What follows belongs to an exercise in optimizing a design on an open flow for small area, a short achievable clock period and few clock cycles per item; a production flow would make more cautious choices. In this exercise RTL edits were held to simulation tests only and were not proved equivalent to the original. No activity file was given, so power comes from the tool's default toggle rates.

$ cat design/flow/run.sh
#!/bin/bash
# synth_recipe.tcl (not shown) runs the flow's synth.tcl, then flattens the netlist and writes it again
# the make line also repeats each setting of config.mk as NAME=value (left out here)
make -C /OpenROAD-flow-scripts/flow DESIGN_CONFIG=/design/flow/config.mk WORK_HOME=/design/flow/orfs CLKGATE_MAP_FILE= SYNTH_SCRIPT=/design/flow/synth_recipe.tcl finish
$ cat design/flow/config.mk
export PLATFORM = sky130hd
export DESIGN_NAME = ks_carry_pipe
export DESIGN_NICKNAME = ks_carry_pipe
export VERILOG_FILES = /design/flow/design.v
export SDC_FILE = /design/flow/constraint.sdc
export NUM_CORES = 4
export LEC_CHECK = 0
export CAP_MARGIN = 20
export CORE_MARGIN = 2
export CORE_UTILIZATION = 40
export SETUP_SLACK_MARGIN = 0.2
export SLEW_MARGIN = 20
$ cat design/flow/constraint.sdc
create_clock -name core_clock -period 2.5 [get_ports {clk}]
set_input_delay 0.5000 -clock core_clock [delete_from_list [all_inputs] [get_ports {clk}]]
set_output_delay 0.5000 -clock core_clock [all_outputs]
set_load 0.01 [all_outputs]
$ cat design/flow/design.v
package ntt_add_pkg;
  localparam int ADD_W     = 128;
  localparam int KS_LEVELS = 7;
  typedef struct packed {
    logic [ADD_W-1:0] p;
    logic [ADD_W-1:0] g;
  } pg_t;
endpackage
module ks_cell (
  input  logic pi,
  input  logic gi,
  input  logic pj,
  input  logic gj,
  output logic p,
  output logic g
);
  assign p = pi & pj;
  assign g = gi | (pi & gj);
endmodule
module ks_carry_pipe #(
  parameter int W = ntt_add_pkg::ADD_W
) (
  input  logic         clk,
  input  logic         rst_n,
  input  logic         in_valid,
  output logic         in_ready,
  input  logic [W-1:0] p,
  input  logic [W-1:0] g,
  input  logic         cin,
  output logic         out_valid,
  input  logic         out_ready,
  output logic [W-1:0] sum,
  output logic         cout
);
  localparam int B0 = 16;    
  localparam int B  = 16;     
  localparam int NB = 7;     
  localparam int PW = 5;     
  logic stall;
  logic adv;
  assign stall    = out_valid & ~out_ready;
  assign adv      = ~stall;
  assign in_ready = adv;
  logic [W-1:0]          gg;      
  logic [W-1:0]          pk;      
  logic [B0-1:0]         s1_lo;
  logic                  c1_lo;
  logic [NB-1:0][B-1:0]  s1_s0;
  logic [NB-1:0]         s1_g;
  logic [NB-1:0][B-1:0]  th;      
  logic [NB-1:0][PW-1:0] s1_run;
  assign gg = {g[W-1:1], g[0] | (p[0] & cin)};
  assign pk = p & ~g;
  logic g0_1_0;
  logic t0_1_0;
  logic g0_3_2;
  logic t0_3_2;
  logic g0_5_4;
  logic t0_5_4;
  logic g0_7_6;
  logic t0_7_6;
  logic g0_9_8;
  logic t0_9_8;
  logic g0_11_10;
  logic t0_11_10;
  logic g0_13_12;
  logic t0_13_12;
  logic g0_15_14;
  logic t0_15_14;
  logic g0_2_0;
  logic t0_2_0;
  logic g0_3_0;
  logic t0_3_0;
  logic g0_6_4;
  logic t0_6_4;
  logic g0_7_4;
  logic t0_7_4;
  logic g0_10_8;
  logic t0_10_8;
  logic g0_11_8;
  logic t0_11_8;
  logic g0_14_12;
  logic t0_14_12;
  logic g0_15_12;
  logic t0_15_12;
  logic g0_4_0;
  logic t0_4_0;
  logic g0_5_0;
  logic t0_5_0;
  logic g0_6_0;
  logic t0_6_0;
  logic g0_7_0;
  logic t0_7_0;
  logic g0_12_8;
  logic t0_12_8;
  logic g0_13_8;
  logic t0_13_8;
  logic g0_14_8;
  logic t0_14_8;
  logic g0_15_8;
  logic t0_15_8;
  logic g0_8_0;
  logic t0_8_0;
  logic g0_9_0;
  logic t0_9_0;
  logic g0_10_0;
  logic t0_10_0;
  logic g0_11_0;
  logic t0_11_0;
  logic g0_12_0;
  logic t0_12_0;
  logic g0_13_0;
  logic t0_13_0;
  logic g0_14_0;
  logic t0_14_0;
  logic g0_15_0;
  logic t0_15_0;
  logic g1_1_0;
  logic t1_1_0;
  logic g1_3_2;
  logic t1_3_2;
  logic g1_5_4;
  logic t1_5_4;
  logic g1_7_6;
  logic t1_7_6;
  logic g1_9_8;
  logic t1_9_8;
  logic g1_11_10;
  logic t1_11_10;
  logic g1_13_12;
  logic t1_13_12;
  logic g1_15_14;
  logic t1_15_14;
  logic g1_2_0;
  logic t1_2_0;
  logic g1_3_0;
  logic t1_3_0;
  logic g1_6_4;
  logic t1_6_4;
  logic g1_7_4;
  logic t1_7_4;
  logic g1_10_8;
  logic t1_10_8;
  logic g1_11_8;
  logic t1_11_8;
  logic g1_14_12;
  logic t1_14_12;
  logic g1_15_12;
  logic t1_15_12;
  logic g1_4_0;
  logic t1_4_0;
  logic g1_5_0;
  logic t1_5_0;
  logic g1_6_0;
  logic t1_6_0;
  logic g1_7_0;
  logic t1_7_0;
  logic g1_12_8;
  logic t1_12_8;
  logic g1_13_8;
  logic t1_13_8;
  logic g1_14_8;
  logic t1_14_8;
  logic g1_15_8;
  logic t1_15_8;
  logic g1_8_0;
  logic t1_8_0;
  logic g1_9_0;
  logic t1_9_0;
  logic g1_10_0;
  logic t1_10_0;
  logic g1_11_0;
  logic t1_11_0;
  logic g1_12_0;
  logic t1_12_0;
  logic g1_13_0;
  logic t1_13_0;
  logic g1_14_0;
  logic t1_14_0;
  logic g1_15_0;
  logic t1_15_0;
  logic g2_1_0;
  logic t2_1_0;
  logic g2_3_2;
  logic t2_3_2;
  logic g2_5_4;
  logic t2_5_4;
  logic g2_7_6;
  logic t2_7_6;
  logic g2_9_8;
  logic t2_9_8;
  logic g2_11_10;
  logic t2_11_10;
  logic g2_13_12;
  logic t2_13_12;
  logic g2_15_14;
  logic t2_15_14;
  logic g2_2_0;
  logic t2_2_0;
  logic g2_3_0;
  logic t2_3_0;
  logic g2_6_4;
  logic t2_6_4;
  logic g2_7_4;
  logic t2_7_4;
  logic g2_10_8;
  logic t2_10_8;
  logic g2_11_8;
  logic t2_11_8;
  logic g2_14_12;
  logic t2_14_12;
  logic g2_15_12;
  logic t2_15_12;
  logic g2_4_0;
  logic t2_4_0;
  logic g2_5_0;
  logic t2_5_0;
  logic g2_6_0;
  logic t2_6_0;
  logic g2_7_0;
  logic t2_7_0;
  logic g2_12_8;
  logic t2_12_8;
  logic g2_13_8;
  logic t2_13_8;
  logic g2_14_8;
  logic t2_14_8;
  logic g2_15_8;
  logic t2_15_8;
  logic g2_8_0;
  logic t2_8_0;
  logic g2_9_0;
  logic t2_9_0;
  logic g2_10_0;
  logic t2_10_0;
  logic g2_11_0;
  logic t2_11_0;
  logic g2_12_0;
  logic t2_12_0;
  logic g2_13_0;
  logic t2_13_0;
  logic g2_14_0;
  logic t2_14_0;
  logic g2_15_0;
  logic t2_15_0;
  logic g3_1_0;
  logic t3_1_0;
  logic g3_3_2;
  logic t3_3_2;
  logic g3_5_4;
  logic t3_5_4;
  logic g3_7_6;
  logic t3_7_6;
  logic g3_9_8;
  logic t3_9_8;
  logic g3_11_10;
  logic t3_11_10;
  logic g3_13_12;
  logic t3_13_12;
  logic g3_15_14;
  logic t3_15_14;
  logic g3_2_0;
  logic t3_2_0;
  logic g3_3_0;
  logic t3_3_0;
  logic g3_6_4;
  logic t3_6_4;
  logic g3_7_4;
  logic t3_7_4;
  logic g3_10_8;
  logic t3_10_8;
  logic g3_11_8;
  logic t3_11_8;
  logic g3_14_12;
  logic t3_14_12;
  logic g3_15_12;
  logic t3_15_12;
  logic g3_4_0;
  logic t3_4_0;
  logic g3_5_0;
  logic t3_5_0;
  logic g3_6_0;
  logic t3_6_0;
  logic g3_7_0;
  logic t3_7_0;
  logic g3_12_8;
  logic t3_12_8;
  logic g3_13_8;
  logic t3_13_8;
  logic g3_14_8;
  logic t3_14_8;
  logic g3_15_8;
  logic t3_15_8;
  logic g3_8_0;
  logic t3_8_0;
  logic g3_9_0;
  logic t3_9_0;
  logic g3_10_0;
  logic t3_10_0;
  logic g3_11_0;
  logic t3_11_0;
  logic g3_12_0;
  logic t3_12_0;
  logic g3_13_0;
  logic t3_13_0;
  logic g3_14_0;
  logic t3_14_0;
  logic g3_15_0;
  logic t3_15_0;
  logic g4_1_0;
  logic t4_1_0;
  logic g4_3_2;
  logic t4_3_2;
  logic g4_5_4;
  logic t4_5_4;
  logic g4_7_6;
  logic t4_7_6;
  logic g4_9_8;
  logic t4_9_8;
  logic g4_11_10;
  logic t4_11_10;
  logic g4_13_12;
  logic t4_13_12;
  logic g4_15_14;
  logic t4_15_14;
  logic g4_2_0;
  logic t4_2_0;
  logic g4_3_0;
  logic t4_3_0;
  logic g4_6_4;
  logic t4_6_4;
  logic g4_7_4;
  logic t4_7_4;
  logic g4_10_8;
  logic t4_10_8;
  logic g4_11_8;
  logic t4_11_8;
  logic g4_14_12;
  logic t4_14_12;
  logic g4_15_12;
  logic t4_15_12;
  logic g4_4_0;
  logic t4_4_0;
  logic g4_5_0;
  logic t4_5_0;
  logic g4_6_0;
  logic t4_6_0;
  logic g4_7_0;
  logic t4_7_0;
  logic g4_12_8;
  logic t4_12_8;
  logic g4_13_8;
  logic t4_13_8;
  logic g4_14_8;
  logic t4_14_8;
  logic g4_15_8;
  logic t4_15_8;
  logic g4_8_0;
  logic t4_8_0;
  logic g4_9_0;
  logic t4_9_0;
  logic g4_10_0;
  logic t4_10_0;
  logic g4_11_0;
  logic t4_11_0;
  logic g4_12_0;
  logic t4_12_0;
  logic g4_13_0;
  logic t4_13_0;
  logic g4_14_0;
  logic t4_14_0;
  logic g4_15_0;
  logic t4_15_0;
  logic g5_1_0;
  logic t5_1_0;
  logic g5_3_2;
  logic t5_3_2;
  logic g5_5_4;
  logic t5_5_4;
  logic g5_7_6;
  logic t5_7_6;
  logic g5_9_8;
  logic t5_9_8;
  logic g5_11_10;
  logic t5_11_10;
  logic g5_13_12;
  logic t5_13_12;
  logic g5_15_14;
  logic t5_15_14;
  logic g5_2_0;
  logic t5_2_0;
  logic g5_3_0;
  logic t5_3_0;
  logic g5_6_4;
  logic t5_6_4;
  logic g5_7_4;
  logic t5_7_4;
  logic g5_10_8;
  logic t5_10_8;
  logic g5_11_8;
  logic t5_11_8;
  logic g5_14_12;
  logic t5_14_12;
  logic g5_15_12;
  logic t5_15_12;
  logic g5_4_0;
  logic t5_4_0;
  logic g5_5_0;
  logic t5_5_0;
  logic g5_6_0;
  logic t5_6_0;
  logic g5_7_0;
  logic t5_7_0;
  logic g5_12_8;
  logic t5_12_8;
  logic g5_13_8;
  logic t5_13_8;
  logic g5_14_8;
  logic t5_14_8;
  logic g5_15_8;
  logic t5_15_8;
  logic g5_8_0;
  logic t5_8_0;
  logic g5_9_0;
  logic t5_9_0;
  logic g5_10_0;
  logic t5_10_0;
  logic g5_11_0;
  logic t5_11_0;
  logic g5_12_0;
  logic t5_12_0;
  logic g5_13_0;
  logic t5_13_0;
  logic g5_14_0;
  logic t5_14_0;
  logic g5_15_0;
  logic t5_15_0;
  logic g6_1_0;
  logic t6_1_0;
  logic g6_3_2;
  logic t6_3_2;
  logic g6_5_4;
  logic t6_5_4;
  logic g6_7_6;
  logic t6_7_6;
  logic g6_9_8;
  logic t6_9_8;
  logic g6_11_10;
  logic t6_11_10;
  logic g6_13_12;
  logic t6_13_12;
  logic g6_15_14;
  logic t6_15_14;
  logic g6_2_0;
  logic t6_2_0;
  logic g6_3_0;
  logic t6_3_0;
  logic g6_6_4;
  logic t6_6_4;
  logic g6_7_4;
  logic t6_7_4;
  logic g6_10_8;
  logic t6_10_8;
  logic g6_11_8;
  logic t6_11_8;
  logic g6_14_12;
  logic t6_14_12;
  logic g6_15_12;
  logic t6_15_12;
  logic g6_4_0;
  logic t6_4_0;
  logic g6_5_0;
  logic t6_5_0;
  logic g6_6_0;
  logic t6_6_0;
  logic g6_7_0;
  logic t6_7_0;
  logic g6_12_8;
  logic t6_12_8;
  logic g6_13_8;
  logic t6_13_8;
  logic g6_14_8;
  logic t6_14_8;
  logic g6_15_8;
  logic t6_15_8;
  logic g6_8_0;
  logic t6_8_0;
  logic g6_9_0;
  logic t6_9_0;
  logic g6_10_0;
  logic t6_10_0;
  logic g6_11_0;
  logic t6_11_0;
  logic g6_12_0;
  logic t6_12_0;
  logic g6_13_0;
  logic t6_13_0;
  logic g6_14_0;
  logic t6_14_0;
  logic g6_15_0;
  logic t6_15_0;
  logic g7_1_0;
  logic t7_1_0;
  logic g7_3_2;
  logic t7_3_2;
  logic g7_5_4;
  logic t7_5_4;
  logic g7_7_6;
  logic t7_7_6;
  logic g7_9_8;
  logic t7_9_8;
  logic g7_11_10;
  logic t7_11_10;
  logic g7_13_12;
  logic t7_13_12;
  logic g7_15_14;
  logic t7_15_14;
  logic g7_2_0;
  logic t7_2_0;
  logic g7_3_0;
  logic t7_3_0;
  logic g7_6_4;
  logic t7_6_4;
  logic g7_7_4;
  logic t7_7_4;
  logic g7_10_8;
  logic t7_10_8;
  logic g7_11_8;
  logic t7_11_8;
  logic g7_14_12;
  logic t7_14_12;
  logic g7_15_12;
  logic t7_15_12;
  logic g7_4_0;
  logic t7_4_0;
  logic g7_5_0;
  logic t7_5_0;
  logic g7_6_0;
  logic t7_6_0;
  logic g7_7_0;
  logic t7_7_0;
  logic g7_12_8;
  logic t7_12_8;
  logic g7_13_8;
  logic t7_13_8;
  logic g7_14_8;
  logic t7_14_8;
  logic g7_15_8;
  logic t7_15_8;
  logic g7_8_0;
  logic t7_8_0;
  logic g7_9_0;
  logic t7_9_0;
  logic g7_10_0;
  logic t7_10_0;
  logic g7_11_0;
  logic t7_11_0;
  logic g7_12_0;
  logic t7_12_0;
  logic g7_13_0;
  logic t7_13_0;
  logic g7_14_0;
  logic t7_14_0;
  logic g7_15_0;
  logic t7_15_0;
  assign g0_1_0 = gg[1] | (p[1] & gg[0]);
  assign t0_1_0 = p[1] & p[0];
  assign g0_3_2 = gg[3] | (p[3] & gg[2]);
  assign t0_3_2 = p[3] & p[2];
  assign g0_5_4 = gg[5] | (p[5] & gg[4]);
  assign t0_5_4 = p[5] & p[4];
  assign g0_7_6 = gg[7] | (p[7] & gg[6]);
  assign t0_7_6 = p[7] & p[6];
  assign g0_9_8 = gg[9] | (p[9] & gg[8]);
  assign t0_9_8 = p[9] & p[8];
  assign g0_11_10 = gg[11] | (p[11] & gg[10]);
  assign t0_11_10 = p[11] & p[10];
  assign g0_13_12 = gg[13] | (p[13] & gg[12]);
  assign t0_13_12 = p[13] & p[12];
  assign g0_15_14 = gg[15] | (p[15] & gg[14]);
  assign t0_15_14 = p[15] & p[14];
  assign g0_2_0 = gg[2] | (p[2] & g0_1_0);
  assign t0_2_0 = p[2] & t0_1_0;
  assign g0_3_0 = g0_3_2 | (t0_3_2 & g0_1_0);
  assign t0_3_0 = t0_3_2 & t0_1_0;
  assign g0_6_4 = gg[6] | (p[6] & g0_5_4);
  assign t0_6_4 = p[6] & t0_5_4;
  assign g0_7_4 = g0_7_6 | (t0_7_6 & g0_5_4);
  assign t0_7_4 = t0_7_6 & t0_5_4;
  assign g0_10_8 = gg[10] | (p[10] & g0_9_8);
  assign t0_10_8 = p[10] & t0_9_8;
  assign g0_11_8 = g0_11_10 | (t0_11_10 & g0_9_8);
  assign t0_11_8 = t0_11_10 & t0_9_8;
  assign g0_14_12 = gg[14] | (p[14] & g0_13_12);
  assign t0_14_12 = p[14] & t0_13_12;
  assign g0_15_12 = g0_15_14 | (t0_15_14 & g0_13_12);
  assign t0_15_12 = t0_15_14 & t0_13_12;
  assign g0_4_0 = gg[4] | (p[4] & g0_3_0);
  assign t0_4_0 = p[4] & t0_3_0;
  assign g0_5_0 = g0_5_4 | (t0_5_4 & g0_3_0);
  assign t0_5_0 = t0_5_4 & t0_3_0;
  assign g0_6_0 = g0_6_4 | (t0_6_4 & g0_3_0);
  assign t0_6_0 = t0_6_4 & t0_3_0;
  assign g0_7_0 = g0_7_4 | (t0_7_4 & g0_3_0);
  assign t0_7_0 = t0_7_4 & t0_3_0;
  assign g0_12_8 = gg[12] | (p[12] & g0_11_8);
  assign t0_12_8 = p[12] & t0_11_8;
  assign g0_13_8 = g0_13_12 | (t0_13_12 & g0_11_8);
  assign t0_13_8 = t0_13_12 & t0_11_8;
  assign g0_14_8 = g0_14_12 | (t0_14_12 & g0_11_8);
  assign t0_14_8 = t0_14_12 & t0_11_8;
  assign g0_15_8 = g0_15_12 | (t0_15_12 & g0_11_8);
  assign t0_15_8 = t0_15_12 & t0_11_8;
  assign g0_8_0 = gg[8] | (p[8] & g0_7_0);
  assign t0_8_0 = p[8] & t0_7_0;
  assign g0_9_0 = g0_9_8 | (t0_9_8 & g0_7_0);
  assign t0_9_0 = t0_9_8 & t0_7_0;
  assign g0_10_0 = g0_10_8 | (t0_10_8 & g0_7_0);
  assign t0_10_0 = t0_10_8 & t0_7_0;
  assign g0_11_0 = g0_11_8 | (t0_11_8 & g0_7_0);
  assign t0_11_0 = t0_11_8 & t0_7_0;
  assign g0_12_0 = g0_12_8 | (t0_12_8 & g0_7_0);
  assign t0_12_0 = t0_12_8 & t0_7_0;
  assign g0_13_0 = g0_13_8 | (t0_13_8 & g0_7_0);
  assign t0_13_0 = t0_13_8 & t0_7_0;
  assign g0_14_0 = g0_14_8 | (t0_14_8 & g0_7_0);
  assign t0_14_0 = t0_14_8 & t0_7_0;
  assign g0_15_0 = g0_15_8 | (t0_15_8 & g0_7_0);
  assign t0_15_0 = t0_15_8 & t0_7_0;
  assign s1_lo = p[15:0] ^ {g0_14_0, g0_13_0, g0_12_0, g0_11_0, g0_10_0, g0_9_0, g0_8_0, g0_7_0, g0_6_0, g0_5_0, g0_4_0, g0_3_0, g0_2_0, g0_1_0, gg[0], cin};
  assign c1_lo = g0_15_0;
  assign g1_1_0 = g[17] | (pk[17] & g[16]);
  assign t1_1_0 = pk[17] & pk[16];
  assign g1_3_2 = g[19] | (pk[19] & g[18]);
  assign t1_3_2 = pk[19] & pk[18];
  assign g1_5_4 = g[21] | (pk[21] & g[20]);
  assign t1_5_4 = pk[21] & pk[20];
  assign g1_7_6 = g[23] | (pk[23] & g[22]);
  assign t1_7_6 = pk[23] & pk[22];
  assign g1_9_8 = g[25] | (pk[25] & g[24]);
  assign t1_9_8 = pk[25] & pk[24];
  assign g1_11_10 = g[27] | (pk[27] & g[26]);
  assign t1_11_10 = pk[27] & pk[26];
  assign g1_13_12 = g[29] | (pk[29] & g[28]);
  assign t1_13_12 = pk[29] & pk[28];
  assign g1_15_14 = g[31] | (pk[31] & g[30]);
  assign t1_15_14 = pk[31] & pk[30];
  assign g1_2_0 = g[18] | (pk[18] & g1_1_0);
  assign t1_2_0 = pk[18] & t1_1_0;
  assign g1_3_0 = g1_3_2 | (t1_3_2 & g1_1_0);
  assign t1_3_0 = t1_3_2 & t1_1_0;
  assign g1_6_4 = g[22] | (pk[22] & g1_5_4);
  assign t1_6_4 = pk[22] & t1_5_4;
  assign g1_7_4 = g1_7_6 | (t1_7_6 & g1_5_4);
  assign t1_7_4 = t1_7_6 & t1_5_4;
  assign g1_10_8 = g[26] | (pk[26] & g1_9_8);
  assign t1_10_8 = pk[26] & t1_9_8;
  assign g1_11_8 = g1_11_10 | (t1_11_10 & g1_9_8);
  assign t1_11_8 = t1_11_10 & t1_9_8;
  assign g1_14_12 = g[30] | (pk[30] & g1_13_12);
  assign t1_14_12 = pk[30] & t1_13_12;
  assign g1_15_12 = g1_15_14 | (t1_15_14 & g1_13_12);
  assign t1_15_12 = t1_15_14 & t1_13_12;
  assign g1_4_0 = g[20] | (pk[20] & g1_3_0);
  assign t1_4_0 = pk[20] & t1_3_0;
  assign g1_5_0 = g1_5_4 | (t1_5_4 & g1_3_0);
  assign t1_5_0 = t1_5_4 & t1_3_0;
  assign g1_6_0 = g1_6_4 | (t1_6_4 & g1_3_0);
  assign t1_6_0 = t1_6_4 & t1_3_0;
  assign g1_7_0 = g1_7_4 | (t1_7_4 & g1_3_0);
  assign t1_7_0 = t1_7_4 & t1_3_0;
  assign g1_12_8 = g[28] | (pk[28] & g1_11_8);
  assign t1_12_8 = pk[28] & t1_11_8;
  assign g1_13_8 = g1_13_12 | (t1_13_12 & g1_11_8);
  assign t1_13_8 = t1_13_12 & t1_11_8;
  assign g1_14_8 = g1_14_12 | (t1_14_12 & g1_11_8);
  assign t1_14_8 = t1_14_12 & t1_11_8;
  assign g1_15_8 = g1_15_12 | (t1_15_12 & g1_11_8);
  assign t1_15_8 = t1_15_12 & t1_11_8;
  assign g1_8_0 = g[24] | (pk[24] & g1_7_0);
  assign t1_8_0 = pk[24] & t1_7_0;
  assign g1_9_0 = g1_9_8 | (t1_9_8 & g1_7_0);
  assign t1_9_0 = t1_9_8 & t1_7_0;
  assign g1_10_0 = g1_10_8 | (t1_10_8 & g1_7_0);
  assign t1_10_0 = t1_10_8 & t1_7_0;
  assign g1_11_0 = g1_11_8 | (t1_11_8 & g1_7_0);
  assign t1_11_0 = t1_11_8 & t1_7_0;
  assign g1_12_0 = g1_12_8 | (t1_12_8 & g1_7_0);
  assign t1_12_0 = t1_12_8 & t1_7_0;
  assign g1_13_0 = g1_13_8 | (t1_13_8 & g1_7_0);
  assign t1_13_0 = t1_13_8 & t1_7_0;
  assign g1_14_0 = g1_14_8 | (t1_14_8 & g1_7_0);
  assign t1_14_0 = t1_14_8 & t1_7_0;
  assign g1_15_0 = g1_15_8 | (t1_15_8 & g1_7_0);
  assign t1_15_0 = t1_15_8 & t1_7_0;
  assign s1_s0[0] = p[31:16] ^ {g1_14_0, g1_13_0, g1_12_0, g1_11_0, g1_10_0, g1_9_0, g1_8_0, g1_7_0, g1_6_0, g1_5_0, g1_4_0, g1_3_0, g1_2_0, g1_1_0, g[16], 1'b0};
  assign s1_g[0] = g1_15_0;
  assign th[0] = {t1_15_0, t1_14_0, t1_13_0, t1_12_0, t1_11_0, t1_10_0, t1_9_0, t1_8_0, t1_7_0, t1_6_0, t1_5_0, t1_4_0, t1_3_0, t1_2_0, t1_1_0, pk[16]};
  assign g2_1_0 = g[33] | (pk[33] & g[32]);
  assign t2_1_0 = pk[33] & pk[32];
  assign g2_3_2 = g[35] | (pk[35] & g[34]);
  assign t2_3_2 = pk[35] & pk[34];
  assign g2_5_4 = g[37] | (pk[37] & g[36]);
  assign t2_5_4 = pk[37] & pk[36];
  assign g2_7_6 = g[39] | (pk[39] & g[38]);
  assign t2_7_6 = pk[39] & pk[38];
  assign g2_9_8 = g[41] | (pk[41] & g[40]);
  assign t2_9_8 = pk[41] & pk[40];
  assign g2_11_10 = g[43] | (pk[43] & g[42]);
  assign t2_11_10 = pk[43] & pk[42];
  assign g2_13_12 = g[45] | (pk[45] & g[44]);
  assign t2_13_12 = pk[45] & pk[44];
  assign g2_15_14 = g[47] | (pk[47] & g[46]);
  assign t2_15_14 = pk[47] & pk[46];
  assign g2_2_0 = g[34] | (pk[34] & g2_1_0);
  assign t2_2_0 = pk[34] & t2_1_0;
  assign g2_3_0 = g2_3_2 | (t2_3_2 & g2_1_0);
  assign t2_3_0 = t2_3_2 & t2_1_0;
  assign g2_6_4 = g[38] | (pk[38] & g2_5_4);
  assign t2_6_4 = pk[38] & t2_5_4;
  assign g2_7_4 = g2_7_6 | (t2_7_6 & g2_5_4);
  assign t2_7_4 = t2_7_6 & t2_5_4;
  assign g2_10_8 = g[42] | (pk[42] & g2_9_8);
  assign t2_10_8 = pk[42] & t2_9_8;
  assign g2_11_8 = g2_11_10 | (t2_11_10 & g2_9_8);
  assign t2_11_8 = t2_11_10 & t2_9_8;
  assign g2_14_12 = g[46] | (pk[46] & g2_13_12);
  assign t2_14_12 = pk[46] & t2_13_12;
  assign g2_15_12 = g2_15_14 | (t2_15_14 & g2_13_12);
  assign t2_15_12 = t2_15_14 & t2_13_12;
  assign g2_4_0 = g[36] | (pk[36] & g2_3_0);
  assign t2_4_0 = pk[36] & t2_3_0;
  assign g2_5_0 = g2_5_4 | (t2_5_4 & g2_3_0);
  assign t2_5_0 = t2_5_4 & t2_3_0;
  assign g2_6_0 = g2_6_4 | (t2_6_4 & g2_3_0);
  assign t2_6_0 = t2_6_4 & t2_3_0;
  assign g2_7_0 = g2_7_4 | (t2_7_4 & g2_3_0);
  assign t2_7_0 = t2_7_4 & t2_3_0;
  assign g2_12_8 = g[44] | (pk[44] & g2_11_8);
  assign t2_12_8 = pk[44] & t2_11_8;
  assign g2_13_8 = g2_13_12 | (t2_13_12 & g2_11_8);
  assign t2_13_8 = t2_13_12 & t2_11_8;
  assign g2_14_8 = g2_14_12 | (t2_14_12 & g2_11_8);
  assign t2_14_8 = t2_14_12 & t2_11_8;
  assign g2_15_8 = g2_15_12 | (t2_15_12 & g2_11_8);
  assign t2_15_8 = t2_15_12 & t2_11_8;
  assign g2_8_0 = g[40] | (pk[40] & g2_7_0);
  assign t2_8_0 = pk[40] & t2_7_0;
  assign g2_9_0 = g2_9_8 | (t2_9_8 & g2_7_0);
  assign t2_9_0 = t2_9_8 & t2_7_0;
  assign g2_10_0 = g2_10_8 | (t2_10_8 & g2_7_0);
  assign t2_10_0 = t2_10_8 & t2_7_0;
  assign g2_11_0 = g2_11_8 | (t2_11_8 & g2_7_0);
  assign t2_11_0 = t2_11_8 & t2_7_0;
  assign g2_12_0 = g2_12_8 | (t2_12_8 & g2_7_0);
  assign t2_12_0 = t2_12_8 & t2_7_0;
  assign g2_13_0 = g2_13_8 | (t2_13_8 & g2_7_0);
  assign t2_13_0 = t2_13_8 & t2_7_0;
  assign g2_14_0 = g2_14_8 | (t2_14_8 & g2_7_0);
  assign t2_14_0 = t2_14_8 & t2_7_0;
  assign g2_15_0 = g2_15_8 | (t2_15_8 & g2_7_0);
  assign t2_15_0 = t2_15_8 & t2_7_0;
  assign s1_s0[1] = p[47:32] ^ {g2_14_0, g2_13_0, g2_12_0, g2_11_0, g2_10_0, g2_9_0, g2_8_0, g2_7_0, g2_6_0, g2_5_0, g2_4_0, g2_3_0, g2_2_0, g2_1_0, g[32], 1'b0};
  assign s1_g[1] = g2_15_0;
  assign th[1] = {t2_15_0, t2_14_0, t2_13_0, t2_12_0, t2_11_0, t2_10_0, t2_9_0, t2_8_0, t2_7_0, t2_6_0, t2_5_0, t2_4_0, t2_3_0, t2_2_0, t2_1_0, pk[32]};
  assign g3_1_0 = g[49] | (pk[49] & g[48]);
  assign t3_1_0 = pk[49] & pk[48];
  assign g3_3_2 = g[51] | (pk[51] & g[50]);
  assign t3_3_2 = pk[51] & pk[50];
  assign g3_5_4 = g[53] | (pk[53] & g[52]);
  assign t3_5_4 = pk[53] & pk[52];
  assign g3_7_6 = g[55] | (pk[55] & g[54]);
  assign t3_7_6 = pk[55] & pk[54];
  assign g3_9_8 = g[57] | (pk[57] & g[56]);
  assign t3_9_8 = pk[57] & pk[56];
  assign g3_11_10 = g[59] | (pk[59] & g[58]);
  assign t3_11_10 = pk[59] & pk[58];
  assign g3_13_12 = g[61] | (pk[61] & g[60]);
  assign t3_13_12 = pk[61] & pk[60];
  assign g3_15_14 = g[63] | (pk[63] & g[62]);
  assign t3_15_14 = pk[63] & pk[62];
  assign g3_2_0 = g[50] | (pk[50] & g3_1_0);
  assign t3_2_0 = pk[50] & t3_1_0;
  assign g3_3_0 = g3_3_2 | (t3_3_2 & g3_1_0);
  assign t3_3_0 = t3_3_2 & t3_1_0;
  assign g3_6_4 = g[54] | (pk[54] & g3_5_4);
  assign t3_6_4 = pk[54] & t3_5_4;
  assign g3_7_4 = g3_7_6 | (t3_7_6 & g3_5_4);
  assign t3_7_4 = t3_7_6 & t3_5_4;
  assign g3_10_8 = g[58] | (pk[58] & g3_9_8);
  assign t3_10_8 = pk[58] & t3_9_8;
  assign g3_11_8 = g3_11_10 | (t3_11_10 & g3_9_8);
  assign t3_11_8 = t3_11_10 & t3_9_8;
  assign g3_14_12 = g[62] | (pk[62] & g3_13_12);
  assign t3_14_12 = pk[62] & t3_13_12;
  assign g3_15_12 = g3_15_14 | (t3_15_14 & g3_13_12);
  assign t3_15_12 = t3_15_14 & t3_13_12;
  assign g3_4_0 = g[52] | (pk[52] & g3_3_0);
  assign t3_4_0 = pk[52] & t3_3_0;
  assign g3_5_0 = g3_5_4 | (t3_5_4 & g3_3_0);
  assign t3_5_0 = t3_5_4 & t3_3_0;
  assign g3_6_0 = g3_6_4 | (t3_6_4 & g3_3_0);
  assign t3_6_0 = t3_6_4 & t3_3_0;
  assign g3_7_0 = g3_7_4 | (t3_7_4 & g3_3_0);
  assign t3_7_0 = t3_7_4 & t3_3_0;
  assign g3_12_8 = g[60] | (pk[60] & g3_11_8);
  assign t3_12_8 = pk[60] & t3_11_8;
  assign g3_13_8 = g3_13_12 | (t3_13_12 & g3_11_8);
  assign t3_13_8 = t3_13_12 & t3_11_8;
  assign g3_14_8 = g3_14_12 | (t3_14_12 & g3_11_8);
  assign t3_14_8 = t3_14_12 & t3_11_8;
  assign g3_15_8 = g3_15_12 | (t3_15_12 & g3_11_8);
  assign t3_15_8 = t3_15_12 & t3_11_8;
  assign g3_8_0 = g[56] | (pk[56] & g3_7_0);
  assign t3_8_0 = pk[56] & t3_7_0;
  assign g3_9_0 = g3_9_8 | (t3_9_8 & g3_7_0);
  assign t3_9_0 = t3_9_8 & t3_7_0;
  assign g3_10_0 = g3_10_8 | (t3_10_8 & g3_7_0);
  assign t3_10_0 = t3_10_8 & t3_7_0;
  assign g3_11_0 = g3_11_8 | (t3_11_8 & g3_7_0);
  assign t3_11_0 = t3_11_8 & t3_7_0;
  assign g3_12_0 = g3_12_8 | (t3_12_8 & g3_7_0);
  assign t3_12_0 = t3_12_8 & t3_7_0;
  assign g3_13_0 = g3_13_8 | (t3_13_8 & g3_7_0);
  assign t3_13_0 = t3_13_8 & t3_7_0;
  assign g3_14_0 = g3_14_8 | (t3_14_8 & g3_7_0);
  assign t3_14_0 = t3_14_8 & t3_7_0;
  assign g3_15_0 = g3_15_8 | (t3_15_8 & g3_7_0);
  assign t3_15_0 = t3_15_8 & t3_7_0;
  assign s1_s0[2] = p[63:48] ^ {g3_14_0, g3_13_0, g3_12_0, g3_11_0, g3_10_0, g3_9_0, g3_8_0, g3_7_0, g3_6_0, g3_5_0, g3_4_0, g3_3_0, g3_2_0, g3_1_0, g[48], 1'b0};
  assign s1_g[2] = g3_15_0;
  assign th[2] = {t3_15_0, t3_14_0, t3_13_0, t3_12_0, t3_11_0, t3_10_0, t3_9_0, t3_8_0, t3_7_0, t3_6_0, t3_5_0, t3_4_0, t3_3_0, t3_2_0, t3_1_0, pk[48]};
  assign g4_1_0 = g[65] | (pk[65] & g[64]);
  assign t4_1_0 = pk[65] & pk[64];
  assign g4_3_2 = g[67] | (pk[67] & g[66]);
  assign t4_3_2 = pk[67] & pk[66];
  assign g4_5_4 = g[69] | (pk[69] & g[68]);
  assign t4_5_4 = pk[69] & pk[68];
  assign g4_7_6 = g[71] | (pk[71] & g[70]);
  assign t4_7_6 = pk[71] & pk[70];
  assign g4_9_8 = g[73] | (pk[73] & g[72]);
  assign t4_9_8 = pk[73] & pk[72];
  assign g4_11_10 = g[75] | (pk[75] & g[74]);
  assign t4_11_10 = pk[75] & pk[74];
  assign g4_13_12 = g[77] | (pk[77] & g[76]);
  assign t4_13_12 = pk[77] & pk[76];
  assign g4_15_14 = g[79] | (pk[79] & g[78]);
  assign t4_15_14 = pk[79] & pk[78];
  assign g4_2_0 = g[66] | (pk[66] & g4_1_0);
  assign t4_2_0 = pk[66] & t4_1_0;
  assign g4_3_0 = g4_3_2 | (t4_3_2 & g4_1_0);
  assign t4_3_0 = t4_3_2 & t4_1_0;
  assign g4_6_4 = g[70] | (pk[70] & g4_5_4);
  assign t4_6_4 = pk[70] & t4_5_4;
  assign g4_7_4 = g4_7_6 | (t4_7_6 & g4_5_4);
  assign t4_7_4 = t4_7_6 & t4_5_4;
  assign g4_10_8 = g[74] | (pk[74] & g4_9_8);
  assign t4_10_8 = pk[74] & t4_9_8;
  assign g4_11_8 = g4_11_10 | (t4_11_10 & g4_9_8);
  assign t4_11_8 = t4_11_10 & t4_9_8;
  assign g4_14_12 = g[78] | (pk[78] & g4_13_12);
  assign t4_14_12 = pk[78] & t4_13_12;
  assign g4_15_12 = g4_15_14 | (t4_15_14 & g4_13_12);
  assign t4_15_12 = t4_15_14 & t4_13_12;
  assign g4_4_0 = g[68] | (pk[68] & g4_3_0);
  assign t4_4_0 = pk[68] & t4_3_0;
  assign g4_5_0 = g4_5_4 | (t4_5_4 & g4_3_0);
  assign t4_5_0 = t4_5_4 & t4_3_0;
  assign g4_6_0 = g4_6_4 | (t4_6_4 & g4_3_0);
  assign t4_6_0 = t4_6_4 & t4_3_0;
  assign g4_7_0 = g4_7_4 | (t4_7_4 & g4_3_0);
  assign t4_7_0 = t4_7_4 & t4_3_0;
  assign g4_12_8 = g[76] | (pk[76] & g4_11_8);
  assign t4_12_8 = pk[76] & t4_11_8;
  assign g4_13_8 = g4_13_12 | (t4_13_12 & g4_11_8);
  assign t4_13_8 = t4_13_12 & t4_11_8;
  assign g4_14_8 = g4_14_12 | (t4_14_12 & g4_11_8);
  assign t4_14_8 = t4_14_12 & t4_11_8;
  assign g4_15_8 = g4_15_12 | (t4_15_12 & g4_11_8);
  assign t4_15_8 = t4_15_12 & t4_11_8;
  assign g4_8_0 = g[72] | (pk[72] & g4_7_0);
  assign t4_8_0 = pk[72] & t4_7_0;
  assign g4_9_0 = g4_9_8 | (t4_9_8 & g4_7_0);
  assign t4_9_0 = t4_9_8 & t4_7_0;
  assign g4_10_0 = g4_10_8 | (t4_10_8 & g4_7_0);
  assign t4_10_0 = t4_10_8 & t4_7_0;
  assign g4_11_0 = g4_11_8 | (t4_11_8 & g4_7_0);
  assign t4_11_0 = t4_11_8 & t4_7_0;
  assign g4_12_0 = g4_12_8 | (t4_12_8 & g4_7_0);
  assign t4_12_0 = t4_12_8 & t4_7_0;
  assign g4_13_0 = g4_13_8 | (t4_13_8 & g4_7_0);
  assign t4_13_0 = t4_13_8 & t4_7_0;
  assign g4_14_0 = g4_14_8 | (t4_14_8 & g4_7_0);
  assign t4_14_0 = t4_14_8 & t4_7_0;
  assign g4_15_0 = g4_15_8 | (t4_15_8 & g4_7_0);
  assign t4_15_0 = t4_15_8 & t4_7_0;
  assign s1_s0[3] = p[79:64] ^ {g4_14_0, g4_13_0, g4_12_0, g4_11_0, g4_10_0, g4_9_0, g4_8_0, g4_7_0, g4_6_0, g4_5_0, g4_4_0, g4_3_0, g4_2_0, g4_1_0, g[64], 1'b0};
  assign s1_g[3] = g4_15_0;
  assign th[3] = {t4_15_0, t4_14_0, t4_13_0, t4_12_0, t4_11_0, t4_10_0, t4_9_0, t4_8_0, t4_7_0, t4_6_0, t4_5_0, t4_4_0, t4_3_0, t4_2_0, t4_1_0, pk[64]};
  assign g5_1_0 = g[81] | (pk[81] & g[80]);
  assign t5_1_0 = pk[81] & pk[80];
  assign g5_3_2 = g[83] | (pk[83] & g[82]);
  assign t5_3_2 = pk[83] & pk[82];
  assign g5_5_4 = g[85] | (pk[85] & g[84]);
  assign t5_5_4 = pk[85] & pk[84];
  assign g5_7_6 = g[87] | (pk[87] & g[86]);
  assign t5_7_6 = pk[87] & pk[86];
  assign g5_9_8 = g[89] | (pk[89] & g[88]);
  assign t5_9_8 = pk[89] & pk[88];
  assign g5_11_10 = g[91] | (pk[91] & g[90]);
  assign t5_11_10 = pk[91] & pk[90];
  assign g5_13_12 = g[93] | (pk[93] & g[92]);
  assign t5_13_12 = pk[93] & pk[92];
  assign g5_15_14 = g[95] | (pk[95] & g[94]);
  assign t5_15_14 = pk[95] & pk[94];
  assign g5_2_0 = g[82] | (pk[82] & g5_1_0);
  assign t5_2_0 = pk[82] & t5_1_0;
  assign g5_3_0 = g5_3_2 | (t5_3_2 & g5_1_0);
  assign t5_3_0 = t5_3_2 & t5_1_0;
  assign g5_6_4 = g[86] | (pk[86] & g5_5_4);
  assign t5_6_4 = pk[86] & t5_5_4;
  assign g5_7_4 = g5_7_6 | (t5_7_6 & g5_5_4);
  assign t5_7_4 = t5_7_6 & t5_5_4;
  assign g5_10_8 = g[90] | (pk[90] & g5_9_8);
  assign t5_10_8 = pk[90] & t5_9_8;
  assign g5_11_8 = g5_11_10 | (t5_11_10 & g5_9_8);
  assign t5_11_8 = t5_11_10 & t5_9_8;
  assign g5_14_12 = g[94] | (pk[94] & g5_13_12);
  assign t5_14_12 = pk[94] & t5_13_12;
  assign g5_15_12 = g5_15_14 | (t5_15_14 & g5_13_12);
  assign t5_15_12 = t5_15_14 & t5_13_12;
  assign g5_4_0 = g[84] | (pk[84] & g5_3_0);
  assign t5_4_0 = pk[84] & t5_3_0;
  assign g5_5_0 = g5_5_4 | (t5_5_4 & g5_3_0);
  assign t5_5_0 = t5_5_4 & t5_3_0;
  assign g5_6_0 = g5_6_4 | (t5_6_4 & g5_3_0);
  assign t5_6_0 = t5_6_4 & t5_3_0;
  assign g5_7_0 = g5_7_4 | (t5_7_4 & g5_3_0);
  assign t5_7_0 = t5_7_4 & t5_3_0;
  assign g5_12_8 = g[92] | (pk[92] & g5_11_8);
  assign t5_12_8 = pk[92] & t5_11_8;
  assign g5_13_8 = g5_13_12 | (t5_13_12 & g5_11_8);
  assign t5_13_8 = t5_13_12 & t5_11_8;
  assign g5_14_8 = g5_14_12 | (t5_14_12 & g5_11_8);
  assign t5_14_8 = t5_14_12 & t5_11_8;
  assign g5_15_8 = g5_15_12 | (t5_15_12 & g5_11_8);
  assign t5_15_8 = t5_15_12 & t5_11_8;
  assign g5_8_0 = g[88] | (pk[88] & g5_7_0);
  assign t5_8_0 = pk[88] & t5_7_0;
  assign g5_9_0 = g5_9_8 | (t5_9_8 & g5_7_0);
  assign t5_9_0 = t5_9_8 & t5_7_0;
  assign g5_10_0 = g5_10_8 | (t5_10_8 & g5_7_0);
  assign t5_10_0 = t5_10_8 & t5_7_0;
  assign g5_11_0 = g5_11_8 | (t5_11_8 & g5_7_0);
  assign t5_11_0 = t5_11_8 & t5_7_0;
  assign g5_12_0 = g5_12_8 | (t5_12_8 & g5_7_0);
  assign t5_12_0 = t5_12_8 & t5_7_0;
  assign g5_13_0 = g5_13_8 | (t5_13_8 & g5_7_0);
  assign t5_13_0 = t5_13_8 & t5_7_0;
  assign g5_14_0 = g5_14_8 | (t5_14_8 & g5_7_0);
  assign t5_14_0 = t5_14_8 & t5_7_0;
  assign g5_15_0 = g5_15_8 | (t5_15_8 & g5_7_0);
  assign t5_15_0 = t5_15_8 & t5_7_0;
  assign s1_s0[4] = p[95:80] ^ {g5_14_0, g5_13_0, g5_12_0, g5_11_0, g5_10_0, g5_9_0, g5_8_0, g5_7_0, g5_6_0, g5_5_0, g5_4_0, g5_3_0, g5_2_0, g5_1_0, g[80], 1'b0};
  assign s1_g[4] = g5_15_0;
  assign th[4] = {t5_15_0, t5_14_0, t5_13_0, t5_12_0, t5_11_0, t5_10_0, t5_9_0, t5_8_0, t5_7_0, t5_6_0, t5_5_0, t5_4_0, t5_3_0, t5_2_0, t5_1_0, pk[80]};
  assign g6_1_0 = g[97] | (pk[97] & g[96]);
  assign t6_1_0 = pk[97] & pk[96];
  assign g6_3_2 = g[99] | (pk[99] & g[98]);
  assign t6_3_2 = pk[99] & pk[98];
  assign g6_5_4 = g[101] | (pk[101] & g[100]);
  assign t6_5_4 = pk[101] & pk[100];
  assign g6_7_6 = g[103] | (pk[103] & g[102]);
  assign t6_7_6 = pk[103] & pk[102];
  assign g6_9_8 = g[105] | (pk[105] & g[104]);
  assign t6_9_8 = pk[105] & pk[104];
  assign g6_11_10 = g[107] | (pk[107] & g[106]);
  assign t6_11_10 = pk[107] & pk[106];
  assign g6_13_12 = g[109] | (pk[109] & g[108]);
  assign t6_13_12 = pk[109] & pk[108];
  assign g6_15_14 = g[111] | (pk[111] & g[110]);
  assign t6_15_14 = pk[111] & pk[110];
  assign g6_2_0 = g[98] | (pk[98] & g6_1_0);
  assign t6_2_0 = pk[98] & t6_1_0;
  assign g6_3_0 = g6_3_2 | (t6_3_2 & g6_1_0);
  assign t6_3_0 = t6_3_2 & t6_1_0;
  assign g6_6_4 = g[102] | (pk[102] & g6_5_4);
  assign t6_6_4 = pk[102] & t6_5_4;
  assign g6_7_4 = g6_7_6 | (t6_7_6 & g6_5_4);
  assign t6_7_4 = t6_7_6 & t6_5_4;
  assign g6_10_8 = g[106] | (pk[106] & g6_9_8);
  assign t6_10_8 = pk[106] & t6_9_8;
  assign g6_11_8 = g6_11_10 | (t6_11_10 & g6_9_8);
  assign t6_11_8 = t6_11_10 & t6_9_8;
  assign g6_14_12 = g[110] | (pk[110] & g6_13_12);
  assign t6_14_12 = pk[110] & t6_13_12;
  assign g6_15_12 = g6_15_14 | (t6_15_14 & g6_13_12);
  assign t6_15_12 = t6_15_14 & t6_13_12;
  assign g6_4_0 = g[100] | (pk[100] & g6_3_0);
  assign t6_4_0 = pk[100] & t6_3_0;
  assign g6_5_0 = g6_5_4 | (t6_5_4 & g6_3_0);
  assign t6_5_0 = t6_5_4 & t6_3_0;
  assign g6_6_0 = g6_6_4 | (t6_6_4 & g6_3_0);
  assign t6_6_0 = t6_6_4 & t6_3_0;
  assign g6_7_0 = g6_7_4 | (t6_7_4 & g6_3_0);
  assign t6_7_0 = t6_7_4 & t6_3_0;
  assign g6_12_8 = g[108] | (pk[108] & g6_11_8);
  assign t6_12_8 = pk[108] & t6_11_8;
  assign g6_13_8 = g6_13_12 | (t6_13_12 & g6_11_8);
  assign t6_13_8 = t6_13_12 & t6_11_8;
  assign g6_14_8 = g6_14_12 | (t6_14_12 & g6_11_8);
  assign t6_14_8 = t6_14_12 & t6_11_8;
  assign g6_15_8 = g6_15_12 | (t6_15_12 & g6_11_8);
  assign t6_15_8 = t6_15_12 & t6_11_8;
  assign g6_8_0 = g[104] | (pk[104] & g6_7_0);
  assign t6_8_0 = pk[104] & t6_7_0;
  assign g6_9_0 = g6_9_8 | (t6_9_8 & g6_7_0);
  assign t6_9_0 = t6_9_8 & t6_7_0;
  assign g6_10_0 = g6_10_8 | (t6_10_8 & g6_7_0);
  assign t6_10_0 = t6_10_8 & t6_7_0;
  assign g6_11_0 = g6_11_8 | (t6_11_8 & g6_7_0);
  assign t6_11_0 = t6_11_8 & t6_7_0;
  assign g6_12_0 = g6_12_8 | (t6_12_8 & g6_7_0);
  assign t6_12_0 = t6_12_8 & t6_7_0;
  assign g6_13_0 = g6_13_8 | (t6_13_8 & g6_7_0);
  assign t6_13_0 = t6_13_8 & t6_7_0;
  assign g6_14_0 = g6_14_8 | (t6_14_8 & g6_7_0);
  assign t6_14_0 = t6_14_8 & t6_7_0;
  assign g6_15_0 = g6_15_8 | (t6_15_8 & g6_7_0);
  assign t6_15_0 = t6_15_8 & t6_7_0;
  assign s1_s0[5] = p[111:96] ^ {g6_14_0, g6_13_0, g6_12_0, g6_11_0, g6_10_0, g6_9_0, g6_8_0, g6_7_0, g6_6_0, g6_5_0, g6_4_0, g6_3_0, g6_2_0, g6_1_0, g[96], 1'b0};
  assign s1_g[5] = g6_15_0;
  assign th[5] = {t6_15_0, t6_14_0, t6_13_0, t6_12_0, t6_11_0, t6_10_0, t6_9_0, t6_8_0, t6_7_0, t6_6_0, t6_5_0, t6_4_0, t6_3_0, t6_2_0, t6_1_0, pk[96]};
  assign g7_1_0 = g[113] | (pk[113] & g[112]);
  assign t7_1_0 = pk[113] & pk[112];
  assign g7_3_2 = g[115] | (pk[115] & g[114]);
  assign t7_3_2 = pk[115] & pk[114];
  assign g7_5_4 = g[117] | (pk[117] & g[116]);
  assign t7_5_4 = pk[117] & pk[116];
  assign g7_7_6 = g[119] | (pk[119] & g[118]);
  assign t7_7_6 = pk[119] & pk[118];
  assign g7_9_8 = g[121] | (pk[121] & g[120]);
  assign t7_9_8 = pk[121] & pk[120];
  assign g7_11_10 = g[123] | (pk[123] & g[122]);
  assign t7_11_10 = pk[123] & pk[122];
  assign g7_13_12 = g[125] | (pk[125] & g[124]);
  assign t7_13_12 = pk[125] & pk[124];
  assign g7_15_14 = g[127] | (pk[127] & g[126]);
  assign t7_15_14 = pk[127] & pk[126];
  assign g7_2_0 = g[114] | (pk[114] & g7_1_0);
  assign t7_2_0 = pk[114] & t7_1_0;
  assign g7_3_0 = g7_3_2 | (t7_3_2 & g7_1_0);
  assign t7_3_0 = t7_3_2 & t7_1_0;
  assign g7_6_4 = g[118] | (pk[118] & g7_5_4);
  assign t7_6_4 = pk[118] & t7_5_4;
  assign g7_7_4 = g7_7_6 | (t7_7_6 & g7_5_4);
  assign t7_7_4 = t7_7_6 & t7_5_4;
  assign g7_10_8 = g[122] | (pk[122] & g7_9_8);
  assign t7_10_8 = pk[122] & t7_9_8;
  assign g7_11_8 = g7_11_10 | (t7_11_10 & g7_9_8);
  assign t7_11_8 = t7_11_10 & t7_9_8;
  assign g7_14_12 = g[126] | (pk[126] & g7_13_12);
  assign t7_14_12 = pk[126] & t7_13_12;
  assign g7_15_12 = g7_15_14 | (t7_15_14 & g7_13_12);
  assign t7_15_12 = t7_15_14 & t7_13_12;
  assign g7_4_0 = g[116] | (pk[116] & g7_3_0);
  assign t7_4_0 = pk[116] & t7_3_0;
  assign g7_5_0 = g7_5_4 | (t7_5_4 & g7_3_0);
  assign t7_5_0 = t7_5_4 & t7_3_0;
  assign g7_6_0 = g7_6_4 | (t7_6_4 & g7_3_0);
  assign t7_6_0 = t7_6_4 & t7_3_0;
  assign g7_7_0 = g7_7_4 | (t7_7_4 & g7_3_0);
  assign t7_7_0 = t7_7_4 & t7_3_0;
  assign g7_12_8 = g[124] | (pk[124] & g7_11_8);
  assign t7_12_8 = pk[124] & t7_11_8;
  assign g7_13_8 = g7_13_12 | (t7_13_12 & g7_11_8);
  assign t7_13_8 = t7_13_12 & t7_11_8;
  assign g7_14_8 = g7_14_12 | (t7_14_12 & g7_11_8);
  assign t7_14_8 = t7_14_12 & t7_11_8;
  assign g7_15_8 = g7_15_12 | (t7_15_12 & g7_11_8);
  assign t7_15_8 = t7_15_12 & t7_11_8;
  assign g7_8_0 = g[120] | (pk[120] & g7_7_0);
  assign t7_8_0 = pk[120] & t7_7_0;
  assign g7_9_0 = g7_9_8 | (t7_9_8 & g7_7_0);
  assign t7_9_0 = t7_9_8 & t7_7_0;
  assign g7_10_0 = g7_10_8 | (t7_10_8 & g7_7_0);
  assign t7_10_0 = t7_10_8 & t7_7_0;
  assign g7_11_0 = g7_11_8 | (t7_11_8 & g7_7_0);
  assign t7_11_0 = t7_11_8 & t7_7_0;
  assign g7_12_0 = g7_12_8 | (t7_12_8 & g7_7_0);
  assign t7_12_0 = t7_12_8 & t7_7_0;
  assign g7_13_0 = g7_13_8 | (t7_13_8 & g7_7_0);
  assign t7_13_0 = t7_13_8 & t7_7_0;
  assign g7_14_0 = g7_14_8 | (t7_14_8 & g7_7_0);
  assign t7_14_0 = t7_14_8 & t7_7_0;
  assign g7_15_0 = g7_15_8 | (t7_15_8 & g7_7_0);
  assign t7_15_0 = t7_15_8 & t7_7_0;
  assign s1_s0[6] = p[127:112] ^ {g7_14_0, g7_13_0, g7_12_0, g7_11_0, g7_10_0, g7_9_0, g7_8_0, g7_7_0, g7_6_0, g7_5_0, g7_4_0, g7_3_0, g7_2_0, g7_1_0, g[112], 1'b0};
  assign s1_g[6] = g7_15_0;
  assign th[6] = {t7_15_0, t7_14_0, t7_13_0, t7_12_0, t7_11_0, t7_10_0, t7_9_0, t7_8_0, t7_7_0, t7_6_0, t7_5_0, t7_4_0, t7_3_0, t7_2_0, t7_1_0, pk[112]};
  for (genvar b = 0; b < NB; b++) begin : g_enc
    logic [B-1:0] last;
    assign last = th[b] & ~{1'b0, th[b][B-1:1]};
    for (genvar m = 0; m < PW; m++) begin : g_bit
      logic [B-1:0] mask;
      for (genvar j = 0; j < B; j++) begin : g_m
        assign mask[j] = ((j + 1) >> m) & 1;
      end
      assign s1_run[b][m] = |(last & mask);
    end
  end
  logic                  v1;
  logic [B0-1:0]         r_lo;
  logic                  r_clo;
  logic [NB-1:0][B-1:0]  r_s0;
  logic [NB-1:0]         r_g;
  logic [NB-1:0][PW-1:0] r_run;
  always_ff @(posedge clk or negedge rst_n) begin
    if (!rst_n)   v1 <= 1'b0;
    else if (adv) v1 <= in_valid;
  end
  always_ff @(posedge clk) begin
    if (adv) begin
      r_lo  <= s1_lo;
      r_clo <= c1_lo;
      r_s0  <= s1_s0;
      r_g   <= s1_g;
      r_run <= s1_run;
    end
  end
  logic [NB:0]   bc;      
  logic [NB-1:0] bp;      
  for (genvar b = 0; b < NB; b++) begin : g_bp
    assign bp[b] = (r_run[b] == PW'(B));
  end
  logic [NB-1:0] bg;
  assign bg = {r_g[NB-1:1], r_g[0] | (bp[0] & r_clo)};
  logic bg_1_0;
  assign bg_1_0 = bg[1] | (bp[1] & bg[0]);
  logic bg_3_2;
  assign bg_3_2 = bg[3] | (bp[3] & bg[2]);
  logic bp_3_2;
  assign bp_3_2 = bp[3] & bp[2];
  logic bg_5_4;
  assign bg_5_4 = bg[5] | (bp[5] & bg[4]);
  logic bp_5_4;
  assign bp_5_4 = bp[5] & bp[4];
  logic bg_2_0;
  assign bg_2_0 = bg[2] | (bp[2] & bg_1_0);
  logic bg_3_0;
  assign bg_3_0 = bg_3_2 | (bp_3_2 & bg_1_0);
  logic bg_6_4;
  assign bg_6_4 = bg[6] | (bp[6] & bg_5_4);
  logic bp_6_4;
  assign bp_6_4 = bp[6] & bp_5_4;
  logic bg_4_0;
  assign bg_4_0 = bg[4] | (bp[4] & bg_3_0);
  logic bg_5_0;
  assign bg_5_0 = bg_5_4 | (bp_5_4 & bg_3_0);
  logic bg_6_0;
  assign bg_6_0 = bg_6_4 | (bp_6_4 & bg_3_0);
  assign bc = {bg_6_0, bg_5_0, bg_4_0, bg_3_0, bg_2_0, bg_1_0, bg[0], r_clo};
  logic [W-1:0] s2_sum;
  assign s2_sum[B0-1:0] = r_lo;
  for (genvar b = 0; b < NB; b++) begin : g_sum
    for (genvar j = 0; j < B; j++) begin : g_bit
      assign s2_sum[B0 + b*B + j] = r_s0[b][j] ^ (bc[b] & (r_run[b] >= PW'(j)));
    end
  end
  always_ff @(posedge clk or negedge rst_n) begin
    if (!rst_n)   out_valid <= 1'b0;
    else if (adv) out_valid <= v1;
  end
  always_ff @(posedge clk) begin
    if (adv) begin
      sum  <= s2_sum;
      cout <= bc[NB];
    end
  end
endmodule
==> flow_summary.json, run 1 <==
{
  "clk_pin_slew_ps": 60,
  "crit_arrival_ps": 2560,
  "grt_pass1_vias": 13100,
  "synth_ff_type": "edfxtp_1",
  "port_buffers": 391,
  "fin_nets": 2359,
  "synth_area_per_cell_sq_um": 11.1,
  "drive_above_1_share_pct": 15.6,
  "synth.ff_latch_count": 302,
  "hold_violations": 0,
  "grt_antenna_before_repair": 12,
  "ys_top_cells_by_count": "edfxtp_1, nor2_1, a21oi_1, xor2_1, xnor2_1",
  "fillCellCount": 3358,
  "dp.cells": 2581,
  "utilization_pct": 59.7,
  "yosysWarnings": 1,
  "startpoint": "r_run[21]$_DFFE_PN_",
  "maxCapViolations": 0,
  "crit_fanout": 16,
  "cp_num_buf_inv": 1,
  "ir_drop_v": 0.000376,
  "syn_to_final_growth_pct": 46.4,
  "wl_per_cell_um": 16.8,
  "cts.sinks": 302,
  "async_flop_share_pct": 0.662,
  "regToRegEndpoint": "sum[122]$_DFFE_PN_",
  "htreeDepth": 2,
  "routed_via_density": 5.03,
  "die_w_um": 206,
  "stdcell_count": 2647,
  "cts_buffers": 34,
  "grt_pass1_wl_mm": 67.9,
  "endpoint_kind": "register",
  "drc": 0,
  "power.leakage_nw": 8.95,
  "slew_headroom_pct": 60.2,
  "cp-endpoint": "sum[122]$_DFFE_PN_",
  "fin_worst_skew_ps": 21.6,
  "drt_pass1_iterations": 5,
  "grt_overflow": 0,
  "start_util_pct": 40.8,
  "hp-class": "input port to asynchronous set/reset pin",
  "synth.area.top_cells": "edfxtp_1, xor2_1, xnor2_1, a21oi_1, nor2_1",
  "grt_max_degree": 76,
  "rsz0062_at_grt": "true",
  "syn_nets": 1732,
  "core_area_sq_um": 40000,
  "start_kind": "register",
  "critPathSlowestCell": "or3_1",
  "ys_seq_area_share_pct": 55.5,
  "hold_buffers": 0,
  "r2r_cells": 7,
  "drv_slew": 0,
  "cp_num_cells": 7,
  "worst_slew_pin_slew_ps": 592,
  "clock_path_buffers": 3,
  "status": "no timing/DRC/antenna violations",
  "critPathKind": "register to register",
  "grt_usage_pct": 20.5,
  "setup_viol": 0,
  "max_stage_delay_ps": 440,
  "clockRootBuffer": "clkbuf_16",
  "crit_family": "simple AND/OR/NAND/NOR gates",
  "clock_latency_ps": 520,
  "rrSetupSlack_ps": 190,
  "setup-tns-final_ps": 0,
  "rows": 73,
  "place_congestion": 0.875,
  "fmax_mhz": 432,
  "syn_inst": 1466,
  "yosysUniqueCellTypes": 73,
  "synth_edf_count": 300,
  "synth_top_area_share_pct": 55.2,
  "period_needed_ps": 2310,
  "cts_tree": "built",
  "power_density_nw_per_um2": 655,
  "num_vias": 13300,
  "r2r-start": "r_run[21]$_DFFE_PN_",
  "required_ps": 2750,
  "hpwl_mm": 35.7,
  "yosysMostFrequentCell": "edfxtp_1",
  "fin_crit_sh_pct": 92.6,
  "pin_count": 392,
  "drtIter0Drc": 720,
  "finalWirelength_mm": 44.6,
  "dieArea_sq_um": 42400,
  "synth_top_area_cell": "edfxtp_1",
  "syn_area_sq_um": 16300,
  "antenna_left": 0,
  "crit_chain": "or3_1 > nor3_2 > a31oi_1 > a31oi_4 > buf_12 > o22ai_1 > xnor2_1",
  "die_h_um": 206
}
[worst register-to-register path: cells and delay by family (launching register included)]
family	cells	cell delay (ps)
and+or+nand+nor	2	670
AOI/OAI and AO/OA	3	650
DFF	1	370
xor gates and xnor gates	1	190
buffers and inverters	1	160
[where the power goes]
part	leakage (nW)	switching [W]	total, W	internal (W)
clock network	0.550	0.00195	0.00504	0.00309
registers	3.06	0.000346	0.00695	0.00661
logic	5.35	0.00168	0.00364	0.00196
total	8.95	0.00398	0.0156	0.0117
[cells in the final DEF (no fill, tap or decap), types with 6 or more instances in the layout]
| cell | instances |
|---|---|
| clkdlybuf4s50_1 | 387 |
| edfxtp_1 | 300 |
| buf_4 | 221 |
| nor2_1 | 123 |
| a21oi_1 | 111 |
| xor2_1 | 105 |
| xnor2_1 | 104 |
| nand2_1 | 86 |
| o21ai_0 | 83 |
| inv_1 | 62 |
| nand2b_1 | 49 |
| nor2b_1 | 37 |
| clkbuf_16 | 37 |
| nor3_1 | 36 |
| nand3_1 | 27 |
| o21bai_1 | 24 |
| a31oi_1 | 21 |
| o21a_1 | 19 |
| a21o_1 | 17 |
| or3_1 | 13 |
| a211oi_1 | 11 |
| nor4b_1 | 11 |
| and3b_1 | 11 |
| and2_1 | 10 |
| nor3b_1 | 10 |
| a21oi_2 | 10 |
| buf_12 | 10 |
| nand3b_1 | 9 |
| and3_1 | 8 |
| a311oi_1 | 7 |
| nand4_1 | 7 |
| o31ai_1 | 7 |
| o22ai_1 | 7 |
| diode_2 | 6 |
| or2_2 | 6 |
| nor4_1 | 6 |
| a21boi_0 | 6 |
| o311ai_0 | 6 |
| clkinv_1 | 6 |
[metal layers]
| metal | track usage [%] | routed length, um | up-vias |
|---|---|---|---|
| li1 | - | - | 6663 |
| met1 | 26.6 | 19200 | 6209 |
| met2 | 33.9 | 21300 | 350 |
| met3 | 4.89 | 2820 | 76 |
| met4 | 6.53 | 1160 | 14 |
| met5 | 0 | 104 | - |
[repair_timing]
| action | CTS | global route |
|---|---|---|
| endpoints found under the hold margin | 0 | 0 |
| endpoints found under the setup margin | 44 | 49 |
| gates resized for setup | 8 | 21 |
| pin swaps | 6 | 11 |
| buffers inserted | 0 | 1 |
[cell type report]
class	count	area (sq um)	share of cell area (%)
sequential	302	9060	37.9
multi-input combinational	1072	7020	29.4
timing repair buffer	621	5770	24.1
clock buffer	40	937	3.92
tap	525	657	2.75
inverter	62	233	0.974
clock inverter	19	199	0.833
antenna	6	15.0	0.0629
[how the worst min path moves through the flow]
stage / depth (start not counted) / end / slack [ps]
2_1_floorplan: 0 / out_valid$_DFFE_PN0N_ / 200
3_3_place_gp: 0 / sum[3]$_DFFE_PN_ / 400
3_5_place_dp: 0 / sum[3]$_DFFE_PN_ / 410
4_1_cts: 1 / out_valid$_DFFE_PN0N_ / 120
5_1_grt: 1 / out_valid$_DFFE_PN0N_ / 130
6_report: 1 / v1$_DFFE_PN0N_ / 150
[stage by stage]
step / total power (W) / area [sq um] / setup WS [ps] / hold WS, ps
4_1_cts: 0.0158 / 23800 / 175 / 122
2_1_floorplan: 0.00851 / 16400 / -725 / 204
6_report: 0.0156 / 23900 / 185 / 153
5_1_grt: 0.0163 / 23900 / 87.0 / 133
3_5_place_dp: 0.0107 / 22600 / -549 / 407
3_3_place_gp: 0.0106 / 22600 / -504 / 401
[sequential cells by signal (all words and copies together) (netlist names)]
register	flops
sum	128
r_s0	112
r_run	35
r_lo	16
r_g	7
cout	1
out_valid	1
r_clo	1
v1	1
[cells by family (layout without fill, tap and decap cells)]
group	after synthesis	after routing	synth area share, %
xor gates and xnor gates	209	209	11.2
DFF	302	302	55.5
and+or+nand+nor	480	480	15.8
AOI/OAI and AO/OA	375	375	14.6
adders and majority gates	5	5	0.383
other	0	6	0
muxes	3	3	0.192
buffers and inverters	92	742	2.30
Testbench counts, summed over its fixed seeds: cycles 3,216, items 3,200.
==> inputs of run 2 (changes only) <==
==> design/flow/flow/run.sh (new file) <==
#!/bin/bash
set -e
export BUFFER_PORTS_ARGS="-buffer_cell sky130_fd_sc_hd__buf_2"
bash standard.sh > standard.log 2>&1
==> design/flow/standard.sh (new file) <==
#!/bin/bash
# synth_recipe.tcl (not shown) runs the flow's synth.tcl, then flattens the netlist and writes it again
# the make line also repeats each setting of config.mk as NAME=value (left out here)
make -C /OpenROAD-flow-scripts/flow DESIGN_CONFIG=/design/flow/config.mk WORK_HOME=/design/flow/orfs CLKGATE_MAP_FILE= SYNTH_SCRIPT=/design/flow/synth_recipe.tcl "${@:-finish}"
removed: design/flow/run.sh
==> run 2 against run 1 <==
- still clean
- combinational power down 24%
- cell count down 6.2%
- clock power down 4.2%
- sequential share of layout area up 6.3 points
- critical endpoint is now sum[117]$_DFFE_PN_
- largest cell class unchanged
- highest routed layer unchanged
==> flow_summary.json, run 2 <==
{
  "fin_nets": 2185,
  "synth_top_area_share_pct": 55.2,
  "hpwl_mm": 33.0,
  "r2r-start": "r_run[21]$_DFFE_PN_",
  "syn_area_sq_um": 16300,
  "syn_nets": 1732,
  "setup-tns-final_ps": 0,
  "ir_drop_v": 0.000365,
  "dieArea_sq_um": 42400,
  "synth_ff_type": "edfxtp_1",
  "yosysUniqueCellTypes": 73,
  "grt_pass1_wl_mm": 62.3,
  "yosysWarnings": 1,
  "top_register": "sum",
  "core_area_sq_um": 40000,
  "rsz0062_at_grt": "true",
  "finalInstanceArea_sq_um": 20500,
  "die_h_um": 206,
  "drc": 0,
  "rows": 73,
  "antenna_left": 0,
  "start_kind": "register",
  "status": "no timing/DRC/antenna violations",
  "fin_worst_skew_ps": 11.5,
  "startpoint": "r_run[21]$_DFFE_PN_",
  "slew_headroom_pct": 53.7,
  "endpoint_kind": "register",
  "synth.area.top_cells": "edfxtp_1, xor2_1, xnor2_1, a21oi_1, nor2_1",
  "synth_top_area_cell": "edfxtp_1",
  "routed_via_density": 5.14,
  "async_flop_share_pct": 0.662,
  "die_w_um": 206,
  "port_buffers": 391,
  "multi_input_area_sq_um": 7010,
  "grt_max_degree": 73,
  "power_density_nw_per_um2": 708,
  "fmax_mhz": 446,
  "power.leakage_nw": 8.06,
  "hp-class": "input port to register",
  "finalWirelength_mm": 42.1,
  "grt_pass1_vias": 12000,
  "ys_top_cells_by_count": "edfxtp_1, nor2_1, a21oi_1, xor2_1, xnor2_1",
  "clock_latency_ps": 530,
  "start_util_pct": 40.8,
  "stdcell_count": 2482,
  "setup_viol": 0,
  "drtIter0Drc": 791,
  "most-common-layout-cells": "buf_2, edfxtp_1, nor2_1",
  "largest_register_ff_count": 128,
  "grt_overflow": 0,
  "drt_pass1_iterations": 5,
  "hold_violations": 0,
  "yosysMostFrequentCell": "edfxtp_1",
  "dpl_cell_area_sq_um": 19300,
  "cts_buffers": 36,
  "clk_pin_slew_ps": 50,
  "crit_arrival_ps": 2520,
  "place_congestion": 0.918,
  "period_needed_ps": 2240,
  "crit_fanout": 16,
  "drv_slew": 0,
  "pin_count": 392,
  "grt_antenna_before_repair": 12,
  "synth_area_per_cell_sq_um": 11.1,
  "synth_edf_count": 300,
  "syn_inst": 1466,
  "grt_usage_pct": 19.0,
  "reg_top3": "sum (128), r_s0 (112), r_run (35)",
  "critPathKind": "register to register",
  "regArea_sq_um": 9060,
  "htreeDepth": 2
}
-- run 2: cell count changes in the layout (fill, tap and decap cells not counted), sizes merged --
cell,previous run,this run
buf,233,444
bufinv,4,1
clkbuf,40,44
clkdlybuf4s50,387,0
clkinv,12,18
clkinvlp,3,1
diode,6,10
dlygate4sd3,0,1
dlymetal6s2s,1,0
inv,62,64
-- run 2: final timing paths --
path                                              end  slack, ps  depth (start not counted)
max in group asynchronous       out_valid$_DFFE_PN0N_       2120                          2
worst max register to register     sum[117]$_DFFE_PN_        260                          7
worst min-delay path                r_s0[0]$_DFFE_PN_        160                          1
worst max-delay path               sum[117]$_DFFE_PN_        260                          7
worst min register to register       sum[6]$_DFFE_PN_        420                          0
min in group asynchronous              v1$_DFFE_PN0N_        280                          2
-- run 2: what timing repair did --
item,4_1_cts,5_1_grt
gates resized for setup,6,6
hold buffers,1,0
pin swaps,4,3
endpoints found under the setup margin,42,44
endpoints found under the hold margin,2,0
setup buffers,0,3
-- run 2: logic make-up after synthesis --
kind of cell	after synthesis	share of synthesized area (%)
compound gates	375	14.6
simple gates	480	15.8
fa+ha+maj	5	0.383
buf+inv	92	2.30
flops	302	55.5
xor+xnor	209	11.2
mux	3	0.192
-- run 2: routing by layer --
layer  global-route usage, %  vias up  routed length, um
met5                       0        -                 39
met2                    30.7      388              19600
met1                    24.2     5953              17900
li1                        -     6327                  -
met3                    4.82       95               3150
met4                    8.47        6               1440
-- run 2: cell type report --
cell class	instances	share of cell area (%)
diodes	10	0.122
well taps	525	3.20
multi-input cells	1072	34.2
flip-flops and latches	302	44.2
inverters	62	1.14
clock buffers	44	4.64
clock inverters	22	0.708
repair buffers	445	11.8
-- run 2: per-stage QoR --
| stage | util (%) | hold WS (ps) | worst slack (ps) | total power, W |
|---|---|---|---|---|
| CTS | 51.0 | 127 | 206 | 0.0147 |
| global placement | 48.2 | 284 | -168 | 0.00974 |
| global route | 51.2 | 137 | 123 | 0.0152 |
| floorplan | - | 204 | -725 | 0.00851 |
| detailed placement | 48.2 | 290 | -181 | 0.00979 |
| finish | 51.3 | 163 | 257 | 0.0145 |
-- run 2: critical path, stage by stage, from the launching register on --
cell and delay, ps:
edfxtp_1 390, or3_4 440, nor3_4 310, a31oi_4 190
a31oi_4 250, buf_12 160, o21ai_0 100, xnor2_1 150
-- run 2: where the power goes --
part           switching [W]  internal [W]
Sequential          0.000335       0.00661
Combinational        0.00160       0.00115
Clock                0.00200       0.00283
